Background: an optimization exercise with open tools, aiming at small area, a short achievable clock period and few clock cycles per item. Do not read the settings as production practice. At most, simulation tests tie the RTL to the original design; equivalence was not proved. For run 1, only the layout was checked, not whether the RTL still works.

==> flow/design.v, too long to show whole: its modules and the start of the top module <==
// module mm_pe_mac: 708 lines
// module mm_pe_fa: 10 lines
// module mm_pe_ha: 9 lines
// module mm_pe_booth_rec: 17 lines
// module mm_pe_stream: 215 lines
module mm_pe_stream
#(
  parameter int W         = mm_pe_stream_pkg::PE_W,
  parameter int MAX_WORDS = mm_pe_stream_pkg::PE_MAX_WORDS,
  parameter int CNT_W     = mm_pe_stream_pkg::PE_CNT_W
) (
  input  logic             clk,
  input  logic             rstn,
  input  logic             start,
  input  logic [CNT_W-1:0] n_words,
  input  logic [W-1:0]     x_j,
  input  logic [W-1:0]     m_prime,
  input  logic [W-1:0]     s_hi,
  input  logic             in_valid,
  output logic             in_ready,
  input  logic [W-1:0]     y_i,
  input  logic [W-1:0]     m_i,
  input  logic [W-1:0]     s_i,
  output logic             out_valid,
  input  logic             out_ready,
  output logic [W-1:0]     out_word,
  output logic [W-1:0]     out_top,
  output logic             busy,
  output logic             done,
  output logic             err
);
  // ...
==> flow/run.sh <==
#!/bin/bash
# synth_recipe.tcl (not shown) runs the flow's synth.tcl, then flattens the netlist and writes it again
# the make line also repeats each setting of config.mk as NAME=value (left out here)
make -C /OpenROAD-flow-scripts/flow DESIGN_CONFIG=/design/flow/config.mk WORK_HOME=/design/flow/orfs CLKGATE_MAP_FILE= SYNTH_SCRIPT=/design/flow/synth_recipe.tcl finish
==> flow/config.mk <==
export PLATFORM = sky130hd
export DESIGN_NAME = mm_pe_stream
export DESIGN_NICKNAME = mm_pe_stream
export VERILOG_FILES = /design/flow/design.v
export SDC_FILE = /design/flow/constraint.sdc
export NUM_CORES = 4
export LEC_CHECK = 0
export CAP_MARGIN = 20
export CORE_MARGIN = 2
export CORE_UTILIZATION = 60
export SLEW_MARGIN = 60
export SYNTH_HIERARCHICAL = 1
export SYNTH_MINIMUM_KEEP_SIZE = 0
==> flow/constraint.sdc <==
create_clock -name core_clock -period 12.5 [get_ports {clk}]
set_input_delay 2.5000 -clock core_clock [delete_from_list [all_inputs] [get_ports {clk}]]
set_output_delay 2.5000 -clock core_clock [all_outputs]
set_load 0.01 [all_outputs]
==> results.yml, run 1 <==
critical_path:
  path_buf_inv: 3
  endpoint_kind: "flip-flop"
  r2r_start: "r_xd[1]"
synth:
  synth_cells: 2254
  synth_edf_count: 148
  synthTopCellsByArea: "fa_1 (23%), edfxtp_1 (17%), a22oi_2 (10%)"
  synth_top_area_cell: "fa_1"
  synth_top_area_share: 0.228
  synth_area_sq_um: 26900
global_route:
  antenna_found_initial: 1
  grt_pass1_vias: 18800
detailed_routing:
  drtIter0Drc: 1327
  drtAntennaViolNets: 0
  post-route-drc-count: 0
  wirelength_um: 73600
  wl_met1_um: 29000
cts:
  cts_hold_buf: 0
  cts_buffers: 36
  insertion_delay_ps: 570
timing:
  hold_ws_ps: 378
  relSlewSlack: 0.571
placed_design:
  port_buffers: 146
min_path:
  holdCritPathClass: "flip-flop to flip-flop"
  hold_end: "r_cs_v"
final_layout:
  layout.nonclk_buf_frac: 0.0842
  multi_input_area_sq_um: 17000
  syn2layout_area_growth_pct: 8.74
die:
  start_util: 0.609
run_status:
  outcome: "complete, no violations"
==> module mm_pe_booth_rec, before the edit <==
module mm_pe_booth_rec (
  input  logic [15:0] i_v,
  output logic [24:0] o_d
);
  logic [16:0] e;
  assign e = {i_v, 1'b0};
  for (genvar j = 0; j < 8; j++) begin : g_dig
    logic b0, b1, b2;
    assign b0 = e[2*j];
    assign b1 = e[2*j+1];
    assign b2 = e[2*j+2];
    assign o_d[j]    = b1 ^ b0;
    assign o_d[8+j]  = (b2 & ~b1 & ~b0) | (~b2 & b1 & b0);
    assign o_d[16+j] = b2 & ~(b1 & b0);
  end
  assign o_d[24] = i_v[15];
endmodule
==> inputs of run 2 (changes only) <==
--- a/flow/design.v
+++ b/flow/design.v
@@ -17,8 +17,8 @@
   localparam logic [2:0] K_F  = 3'd4;   
 endpackage
 module mm_pe_mac (
-  input  logic [24:0] i_xd,
-  input  logic [24:0] i_qd,
+  input  logic [32:0] i_xd,
+  input  logic [32:0] i_qd,
   input  logic [15:0] i_y,
   input  logic [15:0] i_m,
   input  logic [15:0] i_s,
@@ -75,257 +75,257 @@
   assign n48 = (((i_qd[2] & i_m[4]) | (i_qd[10] & i_m[3])) ^ i_qd[18]);
   assign n49 = (((i_qd[3] & i_m[2]) | (i_qd[11] & i_m[1])) ^ i_qd[19]);
   assign n50 = (((i_qd[4] & i_m[0])) ^ i_qd[20]);
-  assign n51 = (((i_xd[0] & i_y[9]) | (i_xd[8] & i_y[8])) ^ i_xd[16]);
+  assign n51 = (((i_xd[0] & i_y[9]) | (i_xd[8] & i_y[8])) ^ ~i_xd[25]);
   assign n52 = (((i_xd[1] & i_y[7]) | (i_xd[9] & i_y[6])) ^ i_xd[17]);
   assign n53 = (((i_xd[2] & i_y[5]) | (i_xd[10] & i_y[4])) ^ i_xd[18]);
   assign n54 = (((i_xd[3] & i_y[3]) | (i_xd[11] & i_y[2])) ^ i_xd[19]);
   assign n55 = (((i_xd[4] & i_y[1]) | (i_xd[12] & i_y[0])) ^ i_xd[20]);
-  assign n56 = (((i_qd[0] & i_m[9]) | (i_qd[8] & i_m[8])) ^ i_qd[16]);
+  assign n56 = (((i_qd[0] & i_m[9]) | (i_qd[8] & i_m[8])) ^ ~i_qd[25]);
   assign n57 = (((i_qd[1] & i_m[7]) | (i_qd[9] & i_m[6])) ^ i_qd[17]);
   assign n58 = (((i_qd[2] & i_m[5]) | (i_qd[10] & i_m[4])) ^ i_qd[18]);
   assign n59 = (((i_qd[3] & i_m[3]) | (i_qd[11] & i_m[2])) ^ i_qd[19]);
   assign n60 = (((i_qd[4] & i_m[1]) | (i_qd[12] & i_m[0])) ^ i_qd[20]);
-  assign n61 = (((i_xd[0] & i_y[10]) | (i_xd[8] & i_y[9])) ^ i_xd[16]);
+  assign n61 = (((i_xd[0] & i_y[10]) | (i_xd[8] & i_y[9])) ^ ~i_xd[25]);
   assign n62 = (((i_xd[1] & i_y[8]) | (i_xd[9] & i_y[7])) ^ i_xd[17]);
   assign n63 = (((i_xd[2] & i_y[6]) | (i_xd[10] & i_y[5])) ^ i_xd[18]);
   assign n64 = (((i_xd[3] & i_y[4]) | (i_xd[11] & i_y[3])) ^ i_xd[19]);
   assign n65 = (((i_xd[4] & i_y[2]) | (i_xd[12] & i_y[1])) ^ i_xd[20]);
   assign n66 = (((i_xd[5] & i_y[0])) ^ i_xd[21]);
-  assign n67 = (((i_qd[0] & i_m[10]) | (i_qd[8] & i_m[9])) ^ i_qd[16]);
+  assign n67 = (((i_qd[0] & i_m[10]) | (i_qd[8] & i_m[9])) ^ ~i_qd[25]);
   assign n68 = (((i_qd[1] & i_m[8]) | (i_qd[9] & i_m[7])) ^ i_qd[17]);
   assign n69 = (((i_qd[2] & i_m[6]) | (i_qd[10] & i_m[5])) ^ i_qd[18]);
   assign n70 = (((i_qd[3] & i_m[4]) | (i_qd[11] & i_m[3])) ^ i_qd[19]);
   assign n71 = (((i_qd[4] & i_m[2]) | (i_qd[12] & i_m[1])) ^ i_qd[20]);
   assign n72 = (((i_qd[5] & i_m[0])) ^ i_qd[21]);
-  assign n73 = (((i_xd[0] & i_y[11]) | (i_xd[8] & i_y[10])) ^ i_xd[16]);
-  assign n74 = (((i_xd[1] & i_y[9]) | (i_xd[9] & i_y[8])) ^ i_xd[17]);
+  assign n73 = (((i_xd[0] & i_y[11]) | (i_xd[8] & i_y[10])) ^ ~i_xd[25]);
+  assign n74 = (((i_xd[1] & i_y[9]) | (i_xd[9] & i_y[8])) ^ ~i_xd[26]);
   assign n75 = (((i_xd[2] & i_y[7]) | (i_xd[10] & i_y[6])) ^ i_xd[18]);
   assign n76 = (((i_xd[3] & i_y[5]) | (i_xd[11] & i_y[4])) ^ i_xd[19]);
   assign n77 = (((i_xd[4] & i_y[3]) | (i_xd[12] & i_y[2])) ^ i_xd[20]);
   assign n78 = (((i_xd[5] & i_y[1]) | (i_xd[13] & i_y[0])) ^ i_xd[21]);
-  assign n79 = (((i_qd[0] & i_m[11]) | (i_qd[8] & i_m[10])) ^ i_qd[16]);
-  assign n80 = (((i_qd[1] & i_m[9]) | (i_qd[9] & i_m[8])) ^ i_qd[17]);
+  assign n79 = (((i_qd[0] & i_m[11]) | (i_qd[8] & i_m[10])) ^ ~i_qd[25]);
+  assign n80 = (((i_qd[1] & i_m[9]) | (i_qd[9] & i_m[8])) ^ ~i_qd[26]);
   assign n81 = (((i_qd[2] & i_m[7]) | (i_qd[10] & i_m[6])) ^ i_qd[18]);
   assign n82 = (((i_qd[3] & i_m[5]) | (i_qd[11] & i_m[4])) ^ i_qd[19]);
   assign n83 = (((i_qd[4] & i_m[3]) | (i_qd[12] & i_m[2])) ^ i_qd[20]);
   assign n84 = (((i_qd[5] & i_m[1]) | (i_qd[13] & i_m[0])) ^ i_qd[21]);
-  assign n85 = (((i_xd[0] & i_y[12]) | (i_xd[8] & i_y[11])) ^ i_xd[16]);
-  assign n86 = (((i_xd[1] & i_y[10]) | (i_xd[9] & i_y[9])) ^ i_xd[17]);
+  assign n85 = (((i_xd[0] & i_y[12]) | (i_xd[8] & i_y[11])) ^ ~i_xd[25]);
+  assign n86 = (((i_xd[1] & i_y[10]) | (i_xd[9] & i_y[9])) ^ ~i_xd[26]);
   assign n87 = (((i_xd[2] & i_y[8]) | (i_xd[10] & i_y[7])) ^ i_xd[18]);
   assign n88 = (((i_xd[3] & i_y[6]) | (i_xd[11] & i_y[5])) ^ i_xd[19]);
   assign n89 = (((i_xd[4] & i_y[4]) | (i_xd[12] & i_y[3])) ^ i_xd[20]);
   assign n90 = (((i_xd[5] & i_y[2]) | (i_xd[13] & i_y[1])) ^ i_xd[21]);
   assign n91 = (((i_xd[6] & i_y[0])) ^ i_xd[22]);
-  assign n92 = (((i_qd[0] & i_m[12]) | (i_qd[8] & i_m[11])) ^ i_qd[16]);
-  assign n93 = (((i_qd[1] & i_m[10]) | (i_qd[9] & i_m[9])) ^ i_qd[17]);
+  assign n92 = (((i_qd[0] & i_m[12]) | (i_qd[8] & i_m[11])) ^ ~i_qd[25]);
+  assign n93 = (((i_qd[1] & i_m[10]) | (i_qd[9] & i_m[9])) ^ ~i_qd[26]);
   assign n94 = (((i_qd[2] & i_m[8]) | (i_qd[10] & i_m[7])) ^ i_qd[18]);
   assign n95 = (((i_qd[3] & i_m[6]) | (i_qd[11] & i_m[5])) ^ i_qd[19]);
   assign n96 = (((i_qd[4] & i_m[4]) | (i_qd[12] & i_m[3])) ^ i_qd[20]);
   assign n97 = (((i_qd[5] & i_m[2]) | (i_qd[13] & i_m[1])) ^ i_qd[21]);
   assign n98 = (((i_qd[6] & i_m[0])) ^ i_qd[22]);
-  assign n99 = (((i_xd[0] & i_y[13]) | (i_xd[8] & i_y[12])) ^ i_xd[16]);
-  assign n100 = (((i_xd[1] & i_y[11]) | (i_xd[9] & i_y[10])) ^ i_xd[17]);
-  assign n101 = (((i_xd[2] & i_y[9]) | (i_xd[10] & i_y[8])) ^ i_xd[18]);
+  assign n99 = (((i_xd[0] & i_y[13]) | (i_xd[8] & i_y[12])) ^ ~i_xd[25]);
+  assign n100 = (((i_xd[1] & i_y[11]) | (i_xd[9] & i_y[10])) ^ ~i_xd[26]);
+  assign n101 = (((i_xd[2] & i_y[9]) | (i_xd[10] & i_y[8])) ^ ~i_xd[27]);
   assign n102 = (((i_xd[3] & i_y[7]) | (i_xd[11] & i_y[6])) ^ i_xd[19]);
   assign n103 = (((i_xd[4] & i_y[5]) | (i_xd[12] & i_y[4])) ^ i_xd[20]);
   assign n104 = (((i_xd[5] & i_y[3]) | (i_xd[13] & i_y[2])) ^ i_xd[21]);
   assign n105 = (((i_xd[6] & i_y[1]) | (i_xd[14] & i_y[0])) ^ i_xd[22]);
-  assign n106 = (((i_qd[0] & i_m[13]) | (i_qd[8] & i_m[12])) ^ i_qd[16]);
-  assign n107 = (((i_qd[1] & i_m[11]) | (i_qd[9] & i_m[10])) ^ i_qd[17]);
-  assign n108 = (((i_qd[2] & i_m[9]) | (i_qd[10] & i_m[8])) ^ i_qd[18]);
+  assign n106 = (((i_qd[0] & i_m[13]) | (i_qd[8] & i_m[12])) ^ ~i_qd[25]);
+  assign n107 = (((i_qd[1] & i_m[11]) | (i_qd[9] & i_m[10])) ^ ~i_qd[26]);
+  assign n108 = (((i_qd[2] & i_m[9]) | (i_qd[10] & i_m[8])) ^ ~i_qd[27]);
   assign n109 = (((i_qd[3] & i_m[7]) | (i_qd[11] & i_m[6])) ^ i_qd[19]);
   assign n110 = (((i_qd[4] & i_m[5]) | (i_qd[12] & i_m[4])) ^ i_qd[20]);
   assign n111 = (((i_qd[5] & i_m[3]) | (i_qd[13] & i_m[2])) ^ i_qd[21]);
   assign n112 = (((i_qd[6] & i_m[1]) | (i_qd[14] & i_m[0])) ^ i_qd[22]);
-  assign n113 = (((i_xd[0] & i_y[14]) | (i_xd[8] & i_y[13])) ^ i_xd[16]);
-  assign n114 = (((i_xd[1] & i_y[12]) | (i_xd[9] & i_y[11])) ^ i_xd[17]);
-  assign n115 = (((i_xd[2] & i_y[10]) | (i_xd[10] & i_y[9])) ^ i_xd[18]);
+  assign n113 = (((i_xd[0] & i_y[14]) | (i_xd[8] & i_y[13])) ^ ~i_xd[25]);
+  assign n114 = (((i_xd[1] & i_y[12]) | (i_xd[9] & i_y[11])) ^ ~i_xd[26]);
+  assign n115 = (((i_xd[2] & i_y[10]) | (i_xd[10] & i_y[9])) ^ ~i_xd[27]);
   assign n116 = (((i_xd[3] & i_y[8]) | (i_xd[11] & i_y[7])) ^ i_xd[19]);
   assign n117 = (((i_xd[4] & i_y[6]) | (i_xd[12] & i_y[5])) ^ i_xd[20]);
   assign n118 = (((i_xd[5] & i_y[4]) | (i_xd[13] & i_y[3])) ^ i_xd[21]);
   assign n119 = (((i_xd[6] & i_y[2]) | (i_xd[14] & i_y[1])) ^ i_xd[22]);
   assign n120 = (((i_xd[7] & i_y[0])) ^ i_xd[23]);
-  assign n121 = (((i_qd[0] & i_m[14]) | (i_qd[8] & i_m[13])) ^ i_qd[16]);
-  assign n122 = (((i_qd[1] & i_m[12]) | (i_qd[9] & i_m[11])) ^ i_qd[17]);
-  assign n123 = (((i_qd[2] & i_m[10]) | (i_qd[10] & i_m[9])) ^ i_qd[18]);
+  assign n121 = (((i_qd[0] & i_m[14]) | (i_qd[8] & i_m[13])) ^ ~i_qd[25]);
+  assign n122 = (((i_qd[1] & i_m[12]) | (i_qd[9] & i_m[11])) ^ ~i_qd[26]);
+  assign n123 = (((i_qd[2] & i_m[10]) | (i_qd[10] & i_m[9])) ^ ~i_qd[27]);
   assign n124 = (((i_qd[3] & i_m[8]) | (i_qd[11] & i_m[7])) ^ i_qd[19]);
   assign n125 = (((i_qd[4] & i_m[6]) | (i_qd[12] & i_m[5])) ^ i_qd[20]);
   assign n126 = (((i_qd[5] & i_m[4]) | (i_qd[13] & i_m[3])) ^ i_qd[21]);
   assign n127 = (((i_qd[6] & i_m[2]) | (i_qd[14] & i_m[1])) ^ i_qd[22]);
   assign n128 = (((i_qd[7] & i_m[0])) ^ i_qd[23]);
-  assign n129 = (((i_xd[0] & i_y[15]) | (i_xd[8] & i_y[14])) ^ i_xd[16]);
-  assign n130 = (((i_xd[1] & i_y[13]) | (i_xd[9] & i_y[12])) ^ i_xd[17]);
-  assign n131 = (((i_xd[2] & i_y[11]) | (i_xd[10] & i_y[10])) ^ i_xd[18]);
-  assign n132 = (((i_xd[3] & i_y[9]) | (i_xd[11] & i_y[8])) ^ i_xd[19]);
+  assign n129 = (((i_xd[0] & i_y[15]) | (i_xd[8] & i_y[14])) ^ ~i_xd[25]);
+  assign n130 = (((i_xd[1] & i_y[13]) | (i_xd[9] & i_y[12])) ^ ~i_xd[26]);
+  assign n131 = (((i_xd[2] & i_y[11]) | (i_xd[10] & i_y[10])) ^ ~i_xd[27]);
+  assign n132 = (((i_xd[3] & i_y[9]) | (i_xd[11] & i_y[8])) ^ ~i_xd[28]);
   assign n133 = (((i_xd[4] & i_y[7]) | (i_xd[12] & i_y[6])) ^ i_xd[20]);
   assign n134 = (((i_xd[5] & i_y[5]) | (i_xd[13] & i_y[4])) ^ i_xd[21]);
   assign n135 = (((i_xd[6] & i_y[3]) | (i_xd[14] & i_y[2])) ^ i_xd[22]);
   assign n136 = (((i_xd[7] & i_y[1]) | (i_xd[15] & i_y[0])) ^ i_xd[23]);
-  assign n137 = (((i_qd[0] & i_m[15]) | (i_qd[8] & i_m[14])) ^ i_qd[16]);
-  assign n138 = (((i_qd[1] & i_m[13]) | (i_qd[9] & i_m[12])) ^ i_qd[17]);
-  assign n139 = (((i_qd[2] & i_m[11]) | (i_qd[10] & i_m[10])) ^ i_qd[18]);
-  assign n140 = (((i_qd[3] & i_m[9]) | (i_qd[11] & i_m[8])) ^ i_qd[19]);
+  assign n137 = (((i_qd[0] & i_m[15]) | (i_qd[8] & i_m[14])) ^ ~i_qd[25]);
+  assign n138 = (((i_qd[1] & i_m[13]) | (i_qd[9] & i_m[12])) ^ ~i_qd[26]);
+  assign n139 = (((i_qd[2] & i_m[11]) | (i_qd[10] & i_m[10])) ^ ~i_qd[27]);
+  assign n140 = (((i_qd[3] & i_m[9]) | (i_qd[11] & i_m[8])) ^ ~i_qd[28]);
   assign n141 = (((i_qd[4] & i_m[7]) | (i_qd[12] & i_m[6])) ^ i_qd[20]);
   assign n142 = (((i_qd[5] & i_m[5]) | (i_qd[13] & i_m[4])) ^ i_qd[21]);
   assign n143 = (((i_qd[6] & i_m[3]) | (i_qd[14] & i_m[2])) ^ i_qd[22]);
   assign n144 = (((i_qd[7] & i_m[1]) | (i_qd[15] & i_m[0])) ^ i_qd[23]);
-  assign n145 = (((i_xd[8] & i_y[15])) ^ i_xd[16]);
-  assign n146 = (((i_xd[1] & i_y[14]) | (i_xd[9] & i_y[13])) ^ i_xd[17]);
-  assign n147 = (((i_xd[2] & i_y[12]) | (i_xd[10] & i_y[11])) ^ i_xd[18]);
-  assign n148 = (((i_xd[3] & i_y[10]) | (i_xd[11] & i_y[9])) ^ i_xd[19]);
+  assign n145 = (((i_xd[8] & i_y[15])) ^ ~i_xd[25]);
+  assign n146 = (((i_xd[1] & i_y[14]) | (i_xd[9] & i_y[13])) ^ ~i_xd[26]);
+  assign n147 = (((i_xd[2] & i_y[12]) | (i_xd[10] & i_y[11])) ^ ~i_xd[27]);
+  assign n148 = (((i_xd[3] & i_y[10]) | (i_xd[11] & i_y[9])) ^ ~i_xd[28]);
   assign n149 = (((i_xd[4] & i_y[8]) | (i_xd[12] & i_y[7])) ^ i_xd[20]);
   assign n150 = (((i_xd[5] & i_y[6]) | (i_xd[13] & i_y[5])) ^ i_xd[21]);
   assign n151 = (((i_xd[6] & i_y[4]) | (i_xd[14] & i_y[3])) ^ i_xd[22]);
   assign n152 = (((i_xd[7] & i_y[2]) | (i_xd[15] & i_y[1])) ^ i_xd[23]);
   assign n153 = (i_xd[24] & i_y[0]);
-  assign n154 = (((i_qd[8] & i_m[15])) ^ i_qd[16]);
-  assign n155 = (((i_qd[1] & i_m[14]) | (i_qd[9] & i_m[13])) ^ i_qd[17]);
-  assign n156 = (((i_qd[2] & i_m[12]) | (i_qd[10] & i_m[11])) ^ i_qd[18]);
-  assign n157 = (((i_qd[3] & i_m[10]) | (i_qd[11] & i_m[9])) ^ i_qd[19]);
+  assign n154 = (((i_qd[8] & i_m[15])) ^ ~i_qd[25]);
+  assign n155 = (((i_qd[1] & i_m[14]) | (i_qd[9] & i_m[13])) ^ ~i_qd[26]);
+  assign n156 = (((i_qd[2] & i_m[12]) | (i_qd[10] & i_m[11])) ^ ~i_qd[27]);
+  assign n157 = (((i_qd[3] & i_m[10]) | (i_qd[11] & i_m[9])) ^ ~i_qd[28]);
   assign n158 = (((i_qd[4] & i_m[8]) | (i_qd[12] & i_m[7])) ^ i_qd[20]);
   assign n159 = (((i_qd[5] & i_m[6]) | (i_qd[13] & i_m[5])) ^ i_qd[21]);
   assign n160 = (((i_qd[6] & i_m[4]) | (i_qd[14] & i_m[3])) ^ i_qd[22]);
   assign n161 = (((i_qd[7] & i_m[2]) | (i_qd[15] & i_m[1])) ^ i_qd[23]);
   assign n162 = (i_qd[24] & i_m[0]);
-  assign n163 = (((i_xd[1] & i_y[15]) | (i_xd[9] & i_y[14])) ^ i_xd[17]);
-  assign n164 = (((i_xd[2] & i_y[13]) | (i_xd[10] & i_y[12])) ^ i_xd[18]);
-  assign n165 = (((i_xd[3] & i_y[11]) | (i_xd[11] & i_y[10])) ^ i_xd[19]);
-  assign n166 = (((i_xd[4] & i_y[9]) | (i_xd[12] & i_y[8])) ^ i_xd[20]);
+  assign n163 = (((i_xd[1] & i_y[15]) | (i_xd[9] & i_y[14])) ^ ~i_xd[26]);
+  assign n164 = (((i_xd[2] & i_y[13]) | (i_xd[10] & i_y[12])) ^ ~i_xd[27]);
+  assign n165 = (((i_xd[3] & i_y[11]) | (i_xd[11] & i_y[10])) ^ ~i_xd[28]);
+  assign n166 = (((i_xd[4] & i_y[9]) | (i_xd[12] & i_y[8])) ^ ~i_xd[29]);
   assign n167 = (((i_xd[5] & i_y[7]) | (i_xd[13] & i_y[6])) ^ i_xd[21]);
   assign n168 = (((i_xd[6] & i_y[5]) | (i_xd[14] & i_y[4])) ^ i_xd[22]);
   assign n169 = (((i_xd[7] & i_y[3]) | (i_xd[15] & i_y[2])) ^ i_xd[23]);
   assign n170 = (i_xd[24] & i_y[1]);
-  assign n171 = (((i_qd[1] & i_m[15]) | (i_qd[9] & i_m[14])) ^ i_qd[17]);
-  assign n172 = (((i_qd[2] & i_m[13]) | (i_qd[10] & i_m[12])) ^ i_qd[18]);
-  assign n173 = (((i_qd[3] & i_m[11]) | (i_qd[11] & i_m[10])) ^ i_qd[19]);
-  assign n174 = (((i_qd[4] & i_m[9]) | (i_qd[12] & i_m[8])) ^ i_qd[20]);
+  assign n171 = (((i_qd[1] & i_m[15]) | (i_qd[9] & i_m[14])) ^ ~i_qd[26]);
+  assign n172 = (((i_qd[2] & i_m[13]) | (i_qd[10] & i_m[12])) ^ ~i_qd[27]);
+  assign n173 = (((i_qd[3] & i_m[11]) | (i_qd[11] & i_m[10])) ^ ~i_qd[28]);
+  assign n174 = (((i_qd[4] & i_m[9]) | (i_qd[12] & i_m[8])) ^ ~i_qd[29]);
   assign n175 = (((i_qd[5] & i_m[7]) | (i_qd[13] & i_m[6])) ^ i_qd[21]);
   assign n176 = (((i_qd[6] & i_m[5]) | (i_qd[14] & i_m[4])) ^ i_qd[22]);
   assign n177 = (((i_qd[7] & i_m[3]) | (i_qd[15] & i_m[2])) ^ i_qd[23]);
   assign n178 = (i_qd[24] & i_m[1]);
-  assign n179 = (((i_xd[9] & i_y[15])) ^ i_xd[17]);
-  assign n180 = (((i_xd[2] & i_y[14]) | (i_xd[10] & i_y[13])) ^ i_xd[18]);
-  assign n181 = (((i_xd[3] & i_y[12]) | (i_xd[11] & i_y[11])) ^ i_xd[19]);
-  assign n182 = (((i_xd[4] & i_y[10]) | (i_xd[12] & i_y[9])) ^ i_xd[20]);
+  assign n179 = (((i_xd[9] & i_y[15])) ^ ~i_xd[26]);
+  assign n180 = (((i_xd[2] & i_y[14]) | (i_xd[10] & i_y[13])) ^ ~i_xd[27]);
+  assign n181 = (((i_xd[3] & i_y[12]) | (i_xd[11] & i_y[11])) ^ ~i_xd[28]);
+  assign n182 = (((i_xd[4] & i_y[10]) | (i_xd[12] & i_y[9])) ^ ~i_xd[29]);
   assign n183 = (((i_xd[5] & i_y[8]) | (i_xd[13] & i_y[7])) ^ i_xd[21]);
   assign n184 = (((i_xd[6] & i_y[6]) | (i_xd[14] & i_y[5])) ^ i_xd[22]);
   assign n185 = (((i_xd[7] & i_y[4]) | (i_xd[15] & i_y[3])) ^ i_xd[23]);
   assign n186 = (i_xd[24] & i_y[2]);
-  assign n187 = (((i_qd[9] & i_m[15])) ^ i_qd[17]);
-  assign n188 = (((i_qd[2] & i_m[14]) | (i_qd[10] & i_m[13])) ^ i_qd[18]);
-  assign n189 = (((i_qd[3] & i_m[12]) | (i_qd[11] & i_m[11])) ^ i_qd[19]);
-  assign n190 = (((i_qd[4] & i_m[10]) | (i_qd[12] & i_m[9])) ^ i_qd[20]);
+  assign n187 = (((i_qd[9] & i_m[15])) ^ ~i_qd[26]);
+  assign n188 = (((i_qd[2] & i_m[14]) | (i_qd[10] & i_m[13])) ^ ~i_qd[27]);
+  assign n189 = (((i_qd[3] & i_m[12]) | (i_qd[11] & i_m[11])) ^ ~i_qd[28]);
+  assign n190 = (((i_qd[4] & i_m[10]) | (i_qd[12] & i_m[9])) ^ ~i_qd[29]);
   assign n191 = (((i_qd[5] & i_m[8]) | (i_qd[13] & i_m[7])) ^ i_qd[21]);
   assign n192 = (((i_qd[6] & i_m[6]) | (i_qd[14] & i_m[5])) ^ i_qd[22]);
   assign n193 = (((i_qd[7] & i_m[4]) | (i_qd[15] & i_m[3])) ^ i_qd[23]);
   assign n194 = (i_qd[24] & i_m[2]);
-  assign n195 = (((i_xd[2] & i_y[15]) | (i_xd[10] & i_y[14])) ^ i_xd[18]);
-  assign n196 = (((i_xd[3] & i_y[13]) | (i_xd[11] & i_y[12])) ^ i_xd[19]);
-  assign n197 = (((i_xd[4] & i_y[11]) | (i_xd[12] & i_y[10])) ^ i_xd[20]);
-  assign n198 = (((i_xd[5] & i_y[9]) | (i_xd[13] & i_y[8])) ^ i_xd[21]);
+  assign n195 = (((i_xd[2] & i_y[15]) | (i_xd[10] & i_y[14])) ^ ~i_xd[27]);
+  assign n196 = (((i_xd[3] & i_y[13]) | (i_xd[11] & i_y[12])) ^ ~i_xd[28]);
+  assign n197 = (((i_xd[4] & i_y[11]) | (i_xd[12] & i_y[10])) ^ ~i_xd[29]);
+  assign n198 = (((i_xd[5] & i_y[9]) | (i_xd[13] & i_y[8])) ^ ~i_xd[30]);
   assign n199 = (((i_xd[6] & i_y[7]) | (i_xd[14] & i_y[6])) ^ i_xd[22]);
   assign n200 = (((i_xd[7] & i_y[5]) | (i_xd[15] & i_y[4])) ^ i_xd[23]);
   assign n201 = (i_xd[24] & i_y[3]);
-  assign n202 = (((i_qd[2] & i_m[15]) | (i_qd[10] & i_m[14])) ^ i_qd[18]);
-  assign n203 = (((i_qd[3] & i_m[13]) | (i_qd[11] & i_m[12])) ^ i_qd[19]);
-  assign n204 = (((i_qd[4] & i_m[11]) | (i_qd[12] & i_m[10])) ^ i_qd[20]);
-  assign n205 = (((i_qd[5] & i_m[9]) | (i_qd[13] & i_m[8])) ^ i_qd[21]);
+  assign n202 = (((i_qd[2] & i_m[15]) | (i_qd[10] & i_m[14])) ^ ~i_qd[27]);
+  assign n203 = (((i_qd[3] & i_m[13]) | (i_qd[11] & i_m[12])) ^ ~i_qd[28]);
+  assign n204 = (((i_qd[4] & i_m[11]) | (i_qd[12] & i_m[10])) ^ ~i_qd[29]);
+  assign n205 = (((i_qd[5] & i_m[9]) | (i_qd[13] & i_m[8])) ^ ~i_qd[30]);
   assign n206 = (((i_qd[6] & i_m[7]) | (i_qd[14] & i_m[6])) ^ i_qd[22]);
   assign n207 = (((i_qd[7] & i_m[5]) | (i_qd[15] & i_m[4])) ^ i_qd[23]);
   assign n208 = (i_qd[24] & i_m[3]);
-  assign n209 = (((i_xd[10] & i_y[15])) ^ i_xd[18]);
-  assign n210 = (((i_xd[3] & i_y[14]) | (i_xd[11] & i_y[13])) ^ i_xd[19]);
-  assign n211 = (((i_xd[4] & i_y[12]) | (i_xd[12] & i_y[11])) ^ i_xd[20]);
-  assign n212 = (((i_xd[5] & i_y[10]) | (i_xd[13] & i_y[9])) ^ i_xd[21]);
+  assign n209 = (((i_xd[10] & i_y[15])) ^ ~i_xd[27]);
+  assign n210 = (((i_xd[3] & i_y[14]) | (i_xd[11] & i_y[13])) ^ ~i_xd[28]);
+  assign n211 = (((i_xd[4] & i_y[12]) | (i_xd[12] & i_y[11])) ^ ~i_xd[29]);
+  assign n212 = (((i_xd[5] & i_y[10]) | (i_xd[13] & i_y[9])) ^ ~i_xd[30]);
   assign n213 = (((i_xd[6] & i_y[8]) | (i_xd[14] & i_y[7])) ^ i_xd[22]);
   assign n214 = (((i_xd[7] & i_y[6]) | (i_xd[15] & i_y[5])) ^ i_xd[23]);
   assign n215 = (i_xd[24] & i_y[4]);
-  assign n216 = (((i_qd[10] & i_m[15])) ^ i_qd[18]);
-  assign n217 = (((i_qd[3] & i_m[14]) | (i_qd[11] & i_m[13])) ^ i_qd[19]);
-  assign n218 = (((i_qd[4] & i_m[12]) | (i_qd[12] & i_m[11])) ^ i_qd[20]);
-  assign n219 = (((i_qd[5] & i_m[10]) | (i_qd[13] & i_m[9])) ^ i_qd[21]);
+  assign n216 = (((i_qd[10] & i_m[15])) ^ ~i_qd[27]);
+  assign n217 = (((i_qd[3] & i_m[14]) | (i_qd[11] & i_m[13])) ^ ~i_qd[28]);
+  assign n218 = (((i_qd[4] & i_m[12]) | (i_qd[12] & i_m[11])) ^ ~i_qd[29]);
+  assign n219 = (((i_qd[5] & i_m[10]) | (i_qd[13] & i_m[9])) ^ ~i_qd[30]);
   assign n220 = (((i_qd[6] & i_m[8]) | (i_qd[14] & i_m[7])) ^ i_qd[22]);
   assign n221 = (((i_qd[7] & i_m[6]) | (i_qd[15] & i_m[5])) ^ i_qd[23]);
   assign n222 = (i_qd[24] & i_m[4]);
-  assign n223 = (((i_xd[3] & i_y[15]) | (i_xd[11] & i_y[14])) ^ i_xd[19]);
-  assign n224 = (((i_xd[4] & i_y[13]) | (i_xd[12] & i_y[12])) ^ i_xd[20]);
-  assign n225 = (((i_xd[5] & i_y[11]) | (i_xd[13] & i_y[10])) ^ i_xd[21]);
-  assign n226 = (((i_xd[6] & i_y[9]) | (i_xd[14] & i_y[8])) ^ i_xd[22]);
+  assign n223 = (((i_xd[3] & i_y[15]) | (i_xd[11] & i_y[14])) ^ ~i_xd[28]);
+  assign n224 = (((i_xd[4] & i_y[13]) | (i_xd[12] & i_y[12])) ^ ~i_xd[29]);
+  assign n225 = (((i_xd[5] & i_y[11]) | (i_xd[13] & i_y[10])) ^ ~i_xd[30]);
+  assign n226 = (((i_xd[6] & i_y[9]) | (i_xd[14] & i_y[8])) ^ ~i_xd[31]);
   assign n227 = (((i_xd[7] & i_y[7]) | (i_xd[15] & i_y[6])) ^ i_xd[23]);
   assign n228 = (i_xd[24] & i_y[5]);
-  assign n229 = (((i_qd[3] & i_m[15]) | (i_qd[11] & i_m[14])) ^ i_qd[19]);
-  assign n230 = (((i_qd[4] & i_m[13]) | (i_qd[12] & i_m[12])) ^ i_qd[20]);
-  assign n231 = (((i_qd[5] & i_m[11]) | (i_qd[13] & i_m[10])) ^ i_qd[21]);
-  assign n232 = (((i_qd[6] & i_m[9]) | (i_qd[14] & i_m[8])) ^ i_qd[22]);
+  assign n229 = (((i_qd[3] & i_m[15]) | (i_qd[11] & i_m[14])) ^ ~i_qd[28]);
+  assign n230 = (((i_qd[4] & i_m[13]) | (i_qd[12] & i_m[12])) ^ ~i_qd[29]);
+  assign n231 = (((i_qd[5] & i_m[11]) | (i_qd[13] & i_m[10])) ^ ~i_qd[30]);
+  assign n232 = (((i_qd[6] & i_m[9]) | (i_qd[14] & i_m[8])) ^ ~i_qd[31]);
   assign n233 = (((i_qd[7] & i_m[7]) | (i_qd[15] & i_m[6])) ^ i_qd[23]);
   assign n234 = (i_qd[24] & i_m[5]);
-  assign n235 = (((i_xd[11] & i_y[15])) ^ i_xd[19]);
-  assign n236 = (((i_xd[4] & i_y[14]) | (i_xd[12] & i_y[13])) ^ i_xd[20]);
-  assign n237 = (((i_xd[5] & i_y[12]) | (i_xd[13] & i_y[11])) ^ i_xd[21]);
-  assign n238 = (((i_xd[6] & i_y[10]) | (i_xd[14] & i_y[9])) ^ i_xd[22]);
+  assign n235 = (((i_xd[11] & i_y[15])) ^ ~i_xd[28]);
+  assign n236 = (((i_xd[4] & i_y[14]) | (i_xd[12] & i_y[13])) ^ ~i_xd[29]);
+  assign n237 = (((i_xd[5] & i_y[12]) | (i_xd[13] & i_y[11])) ^ ~i_xd[30]);
+  assign n238 = (((i_xd[6] & i_y[10]) | (i_xd[14] & i_y[9])) ^ ~i_xd[31]);
   assign n239 = (((i_xd[7] & i_y[8]) | (i_xd[15] & i_y[7])) ^ i_xd[23]);
   assign n240 = (i_xd[24] & i_y[6]);
-  assign n241 = (((i_qd[11] & i_m[15])) ^ i_qd[19]);
-  assign n242 = (((i_qd[4] & i_m[14]) | (i_qd[12] & i_m[13])) ^ i_qd[20]);
-  assign n243 = (((i_qd[5] & i_m[12]) | (i_qd[13] & i_m[11])) ^ i_qd[21]);
-  assign n244 = (((i_qd[6] & i_m[10]) | (i_qd[14] & i_m[9])) ^ i_qd[22]);
+  assign n241 = (((i_qd[11] & i_m[15])) ^ ~i_qd[28]);
+  assign n242 = (((i_qd[4] & i_m[14]) | (i_qd[12] & i_m[13])) ^ ~i_qd[29]);
+  assign n243 = (((i_qd[5] & i_m[12]) | (i_qd[13] & i_m[11])) ^ ~i_qd[30]);
+  assign n244 = (((i_qd[6] & i_m[10]) | (i_qd[14] & i_m[9])) ^ ~i_qd[31]);
   assign n245 = (((i_qd[7] & i_m[8]) | (i_qd[15] & i_m[7])) ^ i_qd[23]);
   assign n246 = (i_qd[24] & i_m[6]);
-  assign n247 = (((i_xd[4] & i_y[15]) | (i_xd[12] & i_y[14])) ^ i_xd[20]);
-  assign n248 = (((i_xd[5] & i_y[13]) | (i_xd[13] & i_y[12])) ^ i_xd[21]);
-  assign n249 = (((i_xd[6] & i_y[11]) | (i_xd[14] & i_y[10])) ^ i_xd[22]);
-  assign n250 = (((i_xd[7] & i_y[9]) | (i_xd[15] & i_y[8])) ^ i_xd[23]);
+  assign n247 = (((i_xd[4] & i_y[15]) | (i_xd[12] & i_y[14])) ^ ~i_xd[29]);
+  assign n248 = (((i_xd[5] & i_y[13]) | (i_xd[13] & i_y[12])) ^ ~i_xd[30]);
+  assign n249 = (((i_xd[6] & i_y[11]) | (i_xd[14] & i_y[10])) ^ ~i_xd[31]);
+  assign n250 = (((i_xd[7] & i_y[9]) | (i_xd[15] & i_y[8])) ^ ~i_xd[32]);
   assign n251 = (i_xd[24] & i_y[7]);
-  assign n252 = (((i_qd[4] & i_m[15]) | (i_qd[12] & i_m[14])) ^ i_qd[20]);
-  assign n253 = (((i_qd[5] & i_m[13]) | (i_qd[13] & i_m[12])) ^ i_qd[21]);
-  assign n254 = (((i_qd[6] & i_m[11]) | (i_qd[14] & i_m[10])) ^ i_qd[22]);
-  assign n255 = (((i_qd[7] & i_m[9]) | (i_qd[15] & i_m[8])) ^ i_qd[23]);
+  assign n252 = (((i_qd[4] & i_m[15]) | (i_qd[12] & i_m[14])) ^ ~i_qd[29]);
+  assign n253 = (((i_qd[5] & i_m[13]) | (i_qd[13] & i_m[12])) ^ ~i_qd[30]);
+  assign n254 = (((i_qd[6] & i_m[11]) | (i_qd[14] & i_m[10])) ^ ~i_qd[31]);
+  assign n255 = (((i_qd[7] & i_m[9]) | (i_qd[15] & i_m[8])) ^ ~i_qd[32]);
   assign n256 = (i_qd[24] & i_m[7]);
-  assign n257 = (((i_xd[12] & i_y[15])) ^ i_xd[20]);
-  assign n258 = (((i_xd[5] & i_y[14]) | (i_xd[13] & i_y[13])) ^ i_xd[21]);
-  assign n259 = (((i_xd[6] & i_y[12]) | (i_xd[14] & i_y[11])) ^ i_xd[22]);
-  assign n260 = (((i_xd[7] & i_y[10]) | (i_xd[15] & i_y[9])) ^ i_xd[23]);
+  assign n257 = (((i_xd[12] & i_y[15])) ^ ~i_xd[29]);
+  assign n258 = (((i_xd[5] & i_y[14]) | (i_xd[13] & i_y[13])) ^ ~i_xd[30]);
+  assign n259 = (((i_xd[6] & i_y[12]) | (i_xd[14] & i_y[11])) ^ ~i_xd[31]);
+  assign n260 = (((i_xd[7] & i_y[10]) | (i_xd[15] & i_y[9])) ^ ~i_xd[32]);
   assign n261 = (i_xd[24] & i_y[8]);
-  assign n262 = (((i_qd[12] & i_m[15])) ^ i_qd[20]);
-  assign n263 = (((i_qd[5] & i_m[14]) | (i_qd[13] & i_m[13])) ^ i_qd[21]);
-  assign n264 = (((i_qd[6] & i_m[12]) | (i_qd[14] & i_m[11])) ^ i_qd[22]);
-  assign n265 = (((i_qd[7] & i_m[10]) | (i_qd[15] & i_m[9])) ^ i_qd[23]);
+  assign n262 = (((i_qd[12] & i_m[15])) ^ ~i_qd[29]);
+  assign n263 = (((i_qd[5] & i_m[14]) | (i_qd[13] & i_m[13])) ^ ~i_qd[30]);
+  assign n264 = (((i_qd[6] & i_m[12]) | (i_qd[14] & i_m[11])) ^ ~i_qd[31]);
+  assign n265 = (((i_qd[7] & i_m[10]) | (i_qd[15] & i_m[9])) ^ ~i_qd[32]);
   assign n266 = (i_qd[24] & i_m[8]);
-  assign n267 = (((i_xd[5] & i_y[15]) | (i_xd[13] & i_y[14])) ^ i_xd[21]);
-  assign n268 = (((i_xd[6] & i_y[13]) | (i_xd[14] & i_y[12])) ^ i_xd[22]);
-  assign n269 = (((i_xd[7] & i_y[11]) | (i_xd[15] & i_y[10])) ^ i_xd[23]);
+  assign n267 = (((i_xd[5] & i_y[15]) | (i_xd[13] & i_y[14])) ^ ~i_xd[30]);
+  assign n268 = (((i_xd[6] & i_y[13]) | (i_xd[14] & i_y[12])) ^ ~i_xd[31]);
+  assign n269 = (((i_xd[7] & i_y[11]) | (i_xd[15] & i_y[10])) ^ ~i_xd[32]);
   assign n270 = (i_xd[24] & i_y[9]);
-  assign n271 = (((i_qd[5] & i_m[15]) | (i_qd[13] & i_m[14])) ^ i_qd[21]);
-  assign n272 = (((i_qd[6] & i_m[13]) | (i_qd[14] & i_m[12])) ^ i_qd[22]);
-  assign n273 = (((i_qd[7] & i_m[11]) | (i_qd[15] & i_m[10])) ^ i_qd[23]);
+  assign n271 = (((i_qd[5] & i_m[15]) | (i_qd[13] & i_m[14])) ^ ~i_qd[30]);
+  assign n272 = (((i_qd[6] & i_m[13]) | (i_qd[14] & i_m[12])) ^ ~i_qd[31]);
+  assign n273 = (((i_qd[7] & i_m[11]) | (i_qd[15] & i_m[10])) ^ ~i_qd[32]);
   assign n274 = (i_qd[24] & i_m[9]);
-  assign n275 = (((i_xd[13] & i_y[15])) ^ i_xd[21]);
-  assign n276 = (((i_xd[6] & i_y[14]) | (i_xd[14] & i_y[13])) ^ i_xd[22]);
-  assign n277 = (((i_xd[7] & i_y[12]) | (i_xd[15] & i_y[11])) ^ i_xd[23]);
+  assign n275 = (((i_xd[13] & i_y[15])) ^ ~i_xd[30]);
+  assign n276 = (((i_xd[6] & i_y[14]) | (i_xd[14] & i_y[13])) ^ ~i_xd[31]);
+  assign n277 = (((i_xd[7] & i_y[12]) | (i_xd[15] & i_y[11])) ^ ~i_xd[32]);
   assign n278 = (i_xd[24] & i_y[10]);
-  assign n279 = (((i_qd[13] & i_m[15])) ^ i_qd[21]);
-  assign n280 = (((i_qd[6] & i_m[14]) | (i_qd[14] & i_m[13])) ^ i_qd[22]);
-  assign n281 = (((i_qd[7] & i_m[12]) | (i_qd[15] & i_m[11])) ^ i_qd[23]);
+  assign n279 = (((i_qd[13] & i_m[15])) ^ ~i_qd[30]);
+  assign n280 = (((i_qd[6] & i_m[14]) | (i_qd[14] & i_m[13])) ^ ~i_qd[31]);
+  assign n281 = (((i_qd[7] & i_m[12]) | (i_qd[15] & i_m[11])) ^ ~i_qd[32]);
   assign n282 = (i_qd[24] & i_m[10]);
-  assign n283 = (((i_xd[6] & i_y[15]) | (i_xd[14] & i_y[14])) ^ i_xd[22]);
-  assign n284 = (((i_xd[7] & i_y[13]) | (i_xd[15] & i_y[12])) ^ i_xd[23]);
+  assign n283 = (((i_xd[6] & i_y[15]) | (i_xd[14] & i_y[14])) ^ ~i_xd[31]);
+  assign n284 = (((i_xd[7] & i_y[13]) | (i_xd[15] & i_y[12])) ^ ~i_xd[32]);
   assign n285 = (i_xd[24] & i_y[11]);
-  assign n286 = (((i_qd[6] & i_m[15]) | (i_qd[14] & i_m[14])) ^ i_qd[22]);
-  assign n287 = (((i_qd[7] & i_m[13]) | (i_qd[15] & i_m[12])) ^ i_qd[23]);
+  assign n286 = (((i_qd[6] & i_m[15]) | (i_qd[14] & i_m[14])) ^ ~i_qd[31]);
+  assign n287 = (((i_qd[7] & i_m[13]) | (i_qd[15] & i_m[12])) ^ ~i_qd[32]);
   assign n288 = (i_qd[24] & i_m[11]);
-  assign n289 = (((i_xd[14] & i_y[15])) ^ i_xd[22]);
-  assign n290 = (((i_xd[7] & i_y[14]) | (i_xd[15] & i_y[13])) ^ i_xd[23]);
+  assign n289 = (((i_xd[14] & i_y[15])) ^ ~i_xd[31]);
+  assign n290 = (((i_xd[7] & i_y[14]) | (i_xd[15] & i_y[13])) ^ ~i_xd[32]);
   assign n291 = (i_xd[24] & i_y[12]);
-  assign n292 = (((i_qd[14] & i_m[15])) ^ i_qd[22]);
-  assign n293 = (((i_qd[7] & i_m[14]) | (i_qd[15] & i_m[13])) ^ i_qd[23]);
+  assign n292 = (((i_qd[14] & i_m[15])) ^ ~i_qd[31]);
+  assign n293 = (((i_qd[7] & i_m[14]) | (i_qd[15] & i_m[13])) ^ ~i_qd[32]);
   assign n294 = (i_qd[24] & i_m[12]);
-  assign n295 = (((i_xd[7] & i_y[15]) | (i_xd[15] & i_y[14])) ^ i_xd[23]);
+  assign n295 = (((i_xd[7] & i_y[15]) | (i_xd[15] & i_y[14])) ^ ~i_xd[32]);
   assign n296 = (i_xd[24] & i_y[13]);
-  assign n297 = (((i_qd[7] & i_m[15]) | (i_qd[15] & i_m[14])) ^ i_qd[23]);
+  assign n297 = (((i_qd[7] & i_m[15]) | (i_qd[15] & i_m[14])) ^ ~i_qd[32]);
   assign n298 = (i_qd[24] & i_m[13]);
-  assign n299 = (((i_xd[15] & i_y[15])) ^ i_xd[23]);
+  assign n299 = (((i_xd[15] & i_y[15])) ^ ~i_xd[32]);
   assign n300 = (i_xd[24] & i_y[14]);
-  assign n301 = (((i_qd[15] & i_m[15])) ^ i_qd[23]);
+  assign n301 = (((i_qd[15] & i_m[15])) ^ ~i_qd[32]);
   assign n302 = (i_qd[24] & i_m[14]);
   assign n303 = (i_xd[24] & i_y[15]);
   assign n304 = (i_qd[24] & i_m[15]);
@@ -352,7 +352,7 @@
   mm_pe_fa u_n345 (.i_a(n149), .i_b(n150), .i_c(n151), .o_s(n345), .o_c(n346));
   mm_pe_fa u_n347 (.i_a(n152), .i_b(n154), .i_c(n155), .o_s(n347), .o_c(n348));
   mm_pe_fa u_n349 (.i_a(n156), .i_b(n157), .i_c(n158), .o_s(n349), .o_c(n350));
-  mm_pe_fa u_n351 (.i_a(~i_xd[16]), .i_b(~i_qd[16]), .i_c(n170), .o_s(n351), .o_c(n352));
+  mm_pe_fa u_n351 (.i_a(i_xd[25]), .i_b(i_qd[25]), .i_c(n170), .o_s(n351), .o_c(n352));
   mm_pe_fa u_n353 (.i_a(n178), .i_b(n163), .i_c(n164), .o_s(n353), .o_c(n354));
   mm_pe_fa u_n355 (.i_a(n165), .i_b(n166), .i_c(n167), .o_s(n355), .o_c(n356));
   mm_pe_fa u_n357 (.i_a(n168), .i_b(n169), .i_c(n171), .o_s(n357), .o_c(n358));
@@ -363,8 +363,8 @@
   mm_pe_fa u_n365 (.i_a(n182), .i_b(n183), .i_c(n184), .o_s(n365), .o_c(n366));
   mm_pe_fa u_n367 (.i_a(n185), .i_b(n187), .i_c(n188), .o_s(n367), .o_c(n368));
   mm_pe_ha u_n369 (.i_a(n189), .i_b(n190), .o_s(n369), .o_c(n370));
-  assign n371 = ~(~i_xd[17] ^ ~i_qd[17]);
-  assign n372 = ~i_xd[17] | ~i_qd[17];
+  assign n371 = ~(i_xd[26] ^ i_qd[26]);
+  assign n372 = i_xd[26] | i_qd[26];
   mm_pe_fa u_n373 (.i_a(n201), .i_b(n208), .i_c(n195), .o_s(n373), .o_c(n374));
   mm_pe_fa u_n375 (.i_a(n196), .i_b(n197), .i_c(n198), .o_s(n375), .o_c(n376));
   mm_pe_fa u_n377 (.i_a(n199), .i_b(n200), .i_c(n202), .o_s(n377), .o_c(n378));
@@ -372,13 +372,13 @@
   mm_pe_fa u_n381 (.i_a(n215), .i_b(n222), .i_c(n209), .o_s(n381), .o_c(n382));
   mm_pe_fa u_n383 (.i_a(n210), .i_b(n211), .i_c(n212), .o_s(n383), .o_c(n384));
   mm_pe_fa u_n385 (.i_a(n213), .i_b(n214), .i_c(n216), .o_s(n385), .o_c(n386));
-  assign n387 = ~(~i_xd[18] ^ ~i_qd[18]);
-  assign n388 = ~i_xd[18] | ~i_qd[18];
+  assign n387 = ~(i_xd[27] ^ i_qd[27]);
+  assign n388 = i_xd[27] | i_qd[27];
   mm_pe_fa u_n389 (.i_a(n228), .i_b(n234), .i_c(n223), .o_s(n389), .o_c(n390));
   mm_pe_ha u_n391 (.i_a(n224), .i_b(n225), .o_s(n391), .o_c(n392));
   mm_pe_fa u_n393 (.i_a(n240), .i_b(n246), .i_c(n235), .o_s(n393), .o_c(n394));
-  assign n395 = ~(~i_xd[19]);
-  assign n396 = ~i_xd[19];
+  assign n395 = ~(i_xd[28]);
+  assign n396 = i_xd[28];
   mm_pe_fa u_n397 (.i_a(i_s[6]), .i_b(i_xd[19]), .i_c(i_qd[19]), .o_s(n397), .o_c(n398));
   mm_pe_ha u_n399 (.i_a(i_s[7]), .i_b(n33), .o_s(n399), .o_c(n400));
   mm_pe_fa u_n401 (.i_a(i_s[8]), .i_b(i_xd[20]), .i_c(i_qd[20]), .o_s(n401), .o_c(n402));
@@ -439,20 +439,20 @@
   mm_pe_fa u_n511 (.i_a(n239), .i_b(n241), .i_c(n242), .o_s(n511), .o_c(n512));
   mm_pe_fa u_n513 (.i_a(n243), .i_b(n244), .i_c(n245), .o_s(n513), .o_c(n514));
   mm_pe_fa u_n515 (.i_a(n388), .i_b(n392), .i_c(n390), .o_s(n515), .o_c(n516));
-  mm_pe_fa u_n517 (.i_a(~i_qd[19]), .i_b(n395), .i_c(n251), .o_s(n517), .o_c(n518));
+  mm_pe_fa u_n517 (.i_a(i_qd[28]), .i_b(n395), .i_c(n251), .o_s(n517), .o_c(n518));
   mm_pe_fa u_n519 (.i_a(n256), .i_b(n247), .i_c(n248), .o_s(n519), .o_c(n520));
   mm_pe_fa u_n521 (.i_a(n249), .i_b(n250), .i_c(n252), .o_s(n521), .o_c(n522));
   mm_pe_fa u_n523 (.i_a(n253), .i_b(n254), .i_c(n255), .o_s(n523), .o_c(n524));
   mm_pe_fa u_n525 (.i_a(n396), .i_b(n261), .i_c(n266), .o_s(n525), .o_c(n526));
   mm_pe_fa u_n527 (.i_a(n257), .i_b(n258), .i_c(n259), .o_s(n527), .o_c(n528));
   mm_pe_fa u_n529 (.i_a(n260), .i_b(n262), .i_c(n263), .o_s(n529), .o_c(n530));
-  assign n531 = ~(~i_xd[20] ^ ~i_qd[20]);
-  assign n532 = ~i_xd[20] | ~i_qd[20];
+  assign n531 = ~(i_xd[29] ^ i_qd[29]);
+  assign n532 = i_xd[29] | i_qd[29];
   mm_pe_fa u_n533 (.i_a(n270), .i_b(n274), .i_c(n267), .o_s(n533), .o_c(n534));
   mm_pe_ha u_n535 (.i_a(n268), .i_b(n269), .o_s(n535), .o_c(n536));
   mm_pe_fa u_n537 (.i_a(n278), .i_b(n282), .i_c(n275), .o_s(n537), .o_c(n538));
-  assign n539 = ~(~i_xd[21]);
-  assign n540 = ~i_xd[21];
+  assign n539 = ~(i_xd[30]);
+  assign n540 = i_xd[30];
   mm_pe_ha u_n541 (.i_a(i_s[2]), .i_b(i_xd[17]), .o_s(n541), .o_c(n542));
   mm_pe_fa u_n543 (.i_a(i_s[4]), .i_b(i_xd[18]), .i_c(i_qd[18]), .o_s(n543), .o_c(n544));
   mm_pe_ha u_n545 (.i_a(n13), .i_b(n14), .o_s(n545), .o_c(n546));
@@ -521,13 +521,13 @@
   mm_pe_fa u_n671 (.i_a(n276), .i_b(n277), .i_c(n279), .o_s(n671), .o_c(n672));
   mm_pe_fa u_n673 (.i_a(n280), .i_b(n281), .i_c(n532), .o_s(n673), .o_c(n674));
   mm_pe_fa u_n675 (.i_a(n536), .i_b(n534), .i_c(n537), .o_s(n675), .o_c(n676));
-  mm_pe_fa u_n677 (.i_a(~i_qd[21]), .i_b(n539), .i_c(n285), .o_s(n677), .o_c(n678));
+  mm_pe_fa u_n677 (.i_a(i_qd[30]), .i_b(n539), .i_c(n285), .o_s(n677), .o_c(n678));
   mm_pe_fa u_n679 (.i_a(n288), .i_b(n283), .i_c(n284), .o_s(n679), .o_c(n680));
   mm_pe_fa u_n681 (.i_a(n286), .i_b(n287), .i_c(n538), .o_s(n681), .o_c(n682));
   mm_pe_fa u_n683 (.i_a(n540), .i_b(n291), .i_c(n294), .o_s(n683), .o_c(n684));
   mm_pe_fa u_n685 (.i_a(n289), .i_b(n290), .i_c(n292), .o_s(n685), .o_c(n686));
-  assign n687 = ~(~i_xd[22] ^ ~i_qd[22]);
-  assign n688 = ~i_xd[22] | ~i_qd[22];
+  assign n687 = ~(i_xd[31] ^ i_qd[31]);
+  assign n688 = i_xd[31] | i_qd[31];
   mm_pe_ha u_n689 (.i_a(n296), .i_b(n298), .o_s(n689), .o_c(n690));
   mm_pe_ha u_n691 (.i_a(i_s[0]), .i_b(i_xd[16]), .o_s(n691), .o_c(n692));
   mm_pe_fa u_n693 (.i_a(i_qd[17]), .i_b(n541), .i_c(n5), .o_s(n693), .o_c(n694));
@@ -587,8 +587,8 @@
   mm_pe_fa u_n801 (.i_a(n684), .i_b(n687), .i_c(n686), .o_s(n801), .o_c(n802));
   mm_pe_fa u_n803 (.i_a(n300), .i_b(n302), .i_c(n690), .o_s(n803), .o_c(n804));
   mm_pe_fa u_n805 (.i_a(n299), .i_b(n301), .i_c(n688), .o_s(n805), .o_c(n806));
-  assign n807 = ~(~i_xd[23] ^ ~i_qd[23]);
-  assign n808 = ~i_xd[23] | ~i_qd[23];
+  assign n807 = ~(i_xd[32] ^ i_qd[32]);
+  assign n808 = i_xd[32] | i_qd[32];
   mm_pe_ha u_n809 (.i_a(n303), .i_b(n304), .o_s(n809), .o_c(n810));
   mm_pe_ha u_n811 (.i_a(i_qd[16]), .i_b(n691), .o_s(n811), .o_c(n812));
   mm_pe_fa u_n813 (.i_a(i_s[1]), .i_b(n692), .i_c(n3), .o_s(n813), .o_c(n814));
@@ -745,7 +745,7 @@
 endmodule
 module mm_pe_booth_rec (
   input  logic [15:0] i_v,
-  output logic [24:0] o_d
+  output logic [32:0] o_d
 );
   logic [16:0] e;
   assign e = {i_v, 1'b0};
@@ -757,6 +757,7 @@
     assign o_d[j]    = b1 ^ b0;
     assign o_d[8+j]  = (b2 & ~b1 & ~b0) | (~b2 & b1 & b0);
     assign o_d[16+j] = b2 & ~(b1 & b0);
+    assign o_d[25+j] = ~(b2 & ~(b1 & b0));
   end
   assign o_d[24] = i_v[15];
 endmodule
@@ -795,8 +796,9 @@
   logic [2:0]       r_cr;           
   logic             r_first;        
   logic [CNT_W-1:0] r_cnt;          
-  logic [24:0]      r_xd;           
-  logic [24:0]      r_qd;           
+  logic             r_cnt1;         
+  logic [32:0]      r_xd;           
+  logic [32:0]      r_qd;           
   logic [W-1:0]     r_top;          
   logic             r_ir_v, r_cs_v;
   logic [2:0]       r_ir_k, r_cs_k;
@@ -809,7 +811,7 @@
   logic [1:0]       r_qn, r_wp, r_rp;
   logic [2*SW-1:0]  w_rows;
   logic [SW-1:0]    w_t;
-  logic [24:0]      w_rec;
+  logic [32:0]      w_rec;
   logic             w_idle;
   assign w_idle = (r_ph == mm_pe_stream_pkg::PH_IDLE);
   mm_pe_mac u_mac (
@@ -825,7 +827,7 @@
     .i_v (w_idle ? m_prime : w_t[W-1:0]),
     .o_d (w_rec)
   );
-  logic [24:0] w_xrec;
+  logic [32:0] w_xrec;
   mm_pe_booth_rec u_xrec (
     .i_v (x_j),
     .o_d (w_xrec)
@@ -834,6 +836,7 @@
   logic w_cs_q, w_cs_w0, w_cs_f;
   logic [2:0] w_cr_n;
   logic [CNT_W-1:0] w_cnt_n;
+  logic w_inc, w_room_n, w_zero_n, w_last;
   assign w_legal = (n_words != '0) && (n_words <= CNT_W'(MAX_WORDS));
   assign w_start = start && (r_ph == mm_pe_stream_pkg::PH_IDLE);
   assign w_take  = in_valid && r_irdy;
@@ -845,8 +848,12 @@
   assign w_cs_w0 = r_cs_v && (r_cs_k == mm_pe_stream_pkg::K_W0);
   assign w_cs_f  = r_cs_v && (r_cs_k == mm_pe_stream_pkg::K_F);
   assign w_push  = r_cs_v && ((r_cs_k == mm_pe_stream_pkg::K_W) || (r_cs_k == mm_pe_stream_pkg::K_F));
-  assign w_cr_n  = r_cr + 3'((w_take && !r_first) || w_ins_f) - 3'(w_pop);
-  assign w_cnt_n = r_cnt - CNT_W'(w_take);
+  assign w_inc    = (w_take && !r_first) || w_ins_f;
+  assign w_cr_n   = r_cr + 3'(w_inc) - 3'(w_pop);
+  assign w_room_n = !(((r_cr == 3'd4) && !w_pop) || ((r_cr == 3'd3) && w_inc && !w_pop));
+  assign w_zero_n = ((r_cr == 3'd0) && !w_inc) || ((r_cr == 3'd1) && w_pop && !w_inc);
+  assign w_last   = w_take && r_cnt1;
+  assign w_cnt_n  = r_cnt - CNT_W'(w_take);
   assign in_ready  = r_irdy;
   assign out_valid = r_ov;
   assign out_word  = r_out;
@@ -873,7 +880,7 @@
       r_err  <= 1'b0;
       r_irdy <= 1'b0;
       r_cr   <= w_cr_n;
-      r_room <= (w_cr_n != 3'd4);
+      r_room <= w_room_n;
       r_cs_v <= r_ir_v;
       r_cs_k <= r_ir_k;
       r_ir_v <= 1'b0;
@@ -913,17 +920,17 @@
           end
         end
         mm_pe_stream_pkg::PH_RUN: begin
-          if (w_cnt_n == '0) begin
+          if (w_last) begin
             r_ph <= mm_pe_stream_pkg::PH_FL;
           end else begin
-            r_irdy <= (w_cr_n != 3'd4);
+            r_irdy <= w_room_n;
           end
         end
         mm_pe_stream_pkg::PH_FL: begin
           if (r_room) r_ph <= mm_pe_stream_pkg::PH_END;
         end
         mm_pe_stream_pkg::PH_END: begin
-          if (w_cr_n == 3'd0) begin
+          if (w_zero_n) begin
             r_done <= 1'b1;
             r_busy <= 1'b0;
             r_ph   <= mm_pe_stream_pkg::PH_IDLE;
@@ -939,8 +946,13 @@
       r_c  <= '0;
     end
     if (w_start && w_legal) r_top <= s_hi;
-    if (w_idle) r_cnt <= n_words;
-    else        r_cnt <= w_cnt_n;
+    if (w_idle) begin
+      r_cnt  <= n_words;
+      r_cnt1 <= (n_words == CNT_W'(1));
+    end else begin
+      r_cnt  <= w_cnt_n;
+      r_cnt1 <= w_take ? (r_cnt == CNT_W'(2)) : r_cnt1;
+    end
     if (w_idle || w_cs_q) r_qd <= w_rec;
     r_y <= (w_sel_t || w_ins_f) ? '0 : y_i;
     r_m <= w_sel_t ? w_t[W-1:0] : ((r_ph == mm_pe_stream_pkg::PH_P1 || w_ins_f) ? '0 : m_i);
==> run 2 against run 1 <==
Still clean on timing, DRC and antenna. Via count rose by 2.3%. First-iteration DRC count rose by 13%. Synthesized area rose by 1.4%. Design area rose by 1.1%. Hold slack improved by 8.4 ps. Critical path type is now flip-flop to flip-flop.
==> results.yml, run 2 <==
min_path:
  holdCritPathClass: "flip-flop to flip-flop"
  hold-path-cell-count: 0
synth:
  ys_top_cells_by_count: "fa_1 (307), xnor2_1 (260), nand2_1 (207)"
  synth_cell_types: 81
  synth_top_area_cell: "fa_1"
  synth_top_area_share: 0.225
  synth_flop_cell: "edfxtp_1"
  ys_async_sr_fraction: 0.0852
  synth_cells: 2318
  seq_area_frac_synth: 0.298
  synth_area_sq_um: 27300
  synth_edf_count: 165
  synthTopCellsByArea: "fa_1 (23%), edfxtp_1 (18%), dfxtp_1 (9.2%)"
  avgSynthCellArea_sq_um: 11.8
  yosys_warnings: 7
  ys_ff_latch: 317
  synth_fp_nets: 2831
  synth_most_common_cell: "fa_1"
die:
  start_util: 0.604
  ios: 147
  die_height_um: 217
  die_x_um: 217
  core_area_sq_um: 45200
  rows: 78
  dieArea_sq_um: 47200
timing:
  rsz0062_at_grt: "false"
  timing.fmax_ghz: 0.228
  min_period_ps: 4390
  min_period_over_period: 0.351
  fin_ws_ps: 8110
  finalSetupTns_ps: 0
  clock-skew-final_ps: 11.2
  relSlewSlack: 0.570
  worst_slew_pin_slew_ps: 642
  hold_viol_final: 0
  slew_viol_final: 0
  setup-violations-final: 0
final_layout:
  nFillCells: 3497
  layout-drive-gt1-share: 0.187
  fin_area_sq_um: 29600
  final_common_cell: "fa_1"
  finalNetCount: 2865
  fin_cells: 2982
  reg.largest.list: "r_rows: 68 flops, r_qb: 48 flops"
  syn2layout_area_growth_pct: 8.47
  largest_reg_flops: 68
  final_cell_mix: "fa_1 (307), xnor2_1 (257), nand2_1 (205)"
  top_register: "r_rows"
global_route:
  grt_pass1_vias: 19000
  grt_pass1_wl_um: 115000
  grtUsageTotal: 0.324
  grt_start_max_net_pins: 66
  overflow: 0
  antenna_found_initial: 0
cts:
  cts_resized: 0
  cts_setup_buffers: 0
  clkSinkCount: 317
  h-tree-depth: 2
  cts_buffer_depth: 3
  cts_tree: "done"
  cts_hold_buf: 0
  cts_buffers: 36
  insertion_delay_ps: 550
  clk_transition_reported_paths_ps: 60
  cts_root_buffer: "clkbuf_16"
critical_path:
  crit_type: "flip-flop to flip-flop"
  cp.required_ps: 12920
  critPathLaunchType: "flip-flop"
  endpoint_kind: "flip-flop"
  ff2ff_path_depth: 10
  crit_arrival_ps: 4810
  cp_max_fo: 6
detailed_routing:
  post-route-drc-count: 0
  wl_per_cell_um: 25.1
  viasPerCell: 6.05
  drtIter0Drc: 1496
  wirelength_um: 74800
  drtAntennaViolNets: 0
  drt-pass1-iter-count: 6
  num_vias: 18000
placed_design:
  dp_cells: 2913
  dp_hpwl_um: 57800
  port_buffers: 146
  dpl_cell_area_sq_um: 28400
  place.gp.congestion: 0.871
  pre_cts_slack_ps: 7660
run_status:
  outcome: "complete, no violations"
job:
  cap_violations: 0
[run 2: per-stage QoR]
stage	hold slack, ps	util
final	386	0.655
after global routing	395	0.655
after CTS	387	0.654
after detailed placement	373	0.628
after global placement	367	0.613
after floorplan	347	-
[run 2: cell type report]
| class | count | area, sq um | share of cell area |
|---|---|---|---|
| clock buffers | 50 | 1030 | 0.0346 |
| clock inverters | 16 | 145 | 0.00490 |
| flip-flops and latches | 317 | 8170 | 0.276 |
| multi-input cells | 1660 | 16800 | 0.568 |
| well taps | 600 | 751 | 0.0254 |
| repair buffers | 268 | 2430 | 0.0819 |
| inverters | 69 | 259 | 0.00875 |
| diodes | 2 | 5.00 | 0.000169 |
[run 2: kinds of logic (layout without fill, tap and decap cells)]
| family | count (synthesis) | after routing | share of synthesized area |
|---|---|---|---|
| AOI/OAI and AO/OA | 484 | 484 | 0.160 |
| and+or+nand+nor | 441 | 441 | 0.0759 |
| adders and majority gates | 403 | 403 | 0.269 |
| buffers and inverters | 341 | 403 | 0.0897 |
| DFF | 317 | 317 | 0.298 |
| xor gates and xnor gates | 312 | 312 | 0.100 |
| muxes | 19 | 19 | 0.00710 |
| other | 1 | 3 | 0.000137 |
[run 2: metal layers]
layer / part of all wire / vias to the layer above / wire length [um] / track usage
met1: 0.41 / 9253 / 30500 / 0.438
li1: - / 7917 / - / -
met4: 0.040 / 0 / 3000 / 0.119
met2: 0.49 / 710 / 36700 / 0.538
met5: 0 / - / 0 / 0
met3: 0.062 / 160 / 4630 / 0.0416
[run 2: worst max-delay path: stages, from the launching register on]
cell      delay (ps)
edfxtp_1         520
buf_4            230
buf_4            190
a22oi_2          200
xnor2_1          160
fa_1             490
fa_1             580
fa_1             470
fa_1             450
fa_1             520
fa_1             440
[run 2: worst paths after layout]
path                         start         end  slack [ps]
min in group asynchronous     rstn     r_ph[2]        2320
min reg2reg                 r_ir_v      r_cs_v         390
max in group asynchronous     rstn     r_rp[0]        9890
max                        r_xd[1]  r_rows[50]        8110
max reg2reg                r_xd[1]  r_rows[50]        8110
min                         r_ir_v      r_cs_v         390
[run 2: modules after synthesis (local to each module, per instance)]
| module | times used | cells inside | flops+latches |
|---|---|---|---|
| mm_pe_booth_rec | 2 | 47 | 0 |
| mm_pe_fa | 287 | 1 | 0 |
| mm_pe_ha | 23 | 1 | 0 |
| mm_pe_mac | 1 | 825 | 0 |
| mm_pe_stream | 1 | 1089 | 317 |
Testbench counts of run 2, summed over its fixed seeds: cycles 13,915, words 13,043.

## separate check: timing with driven ports
How much do the figures lean on ideal ports? The routed layouts below were timed once more, with nothing changed but the port constraints.
Step 1, drivers: a clkbuf_16 drives clk and a buf_2 each remaining input, both assumed.
Step 2 also shifts input and output timing later by t, the mid clock arrival at the registers, as if the neighbouring blocks saw the same clock.
Slacks: no drivers / after step 1 / after step 2; pairs: no drivers / after step 1.
run	t (ns)	setup WS [ns]	worst setup path after step 2
run 1	0.619	7.638 / 7.677 / 7.058	input to register
run 2	0.607	8.114 / 8.114 / 7.622	input to register
After both steps setup and hold are still met in every run listed. For run 1, which loses most, drivers alone change the setup slack by +0.039 ns; drivers and shift together by -0.580 ns.
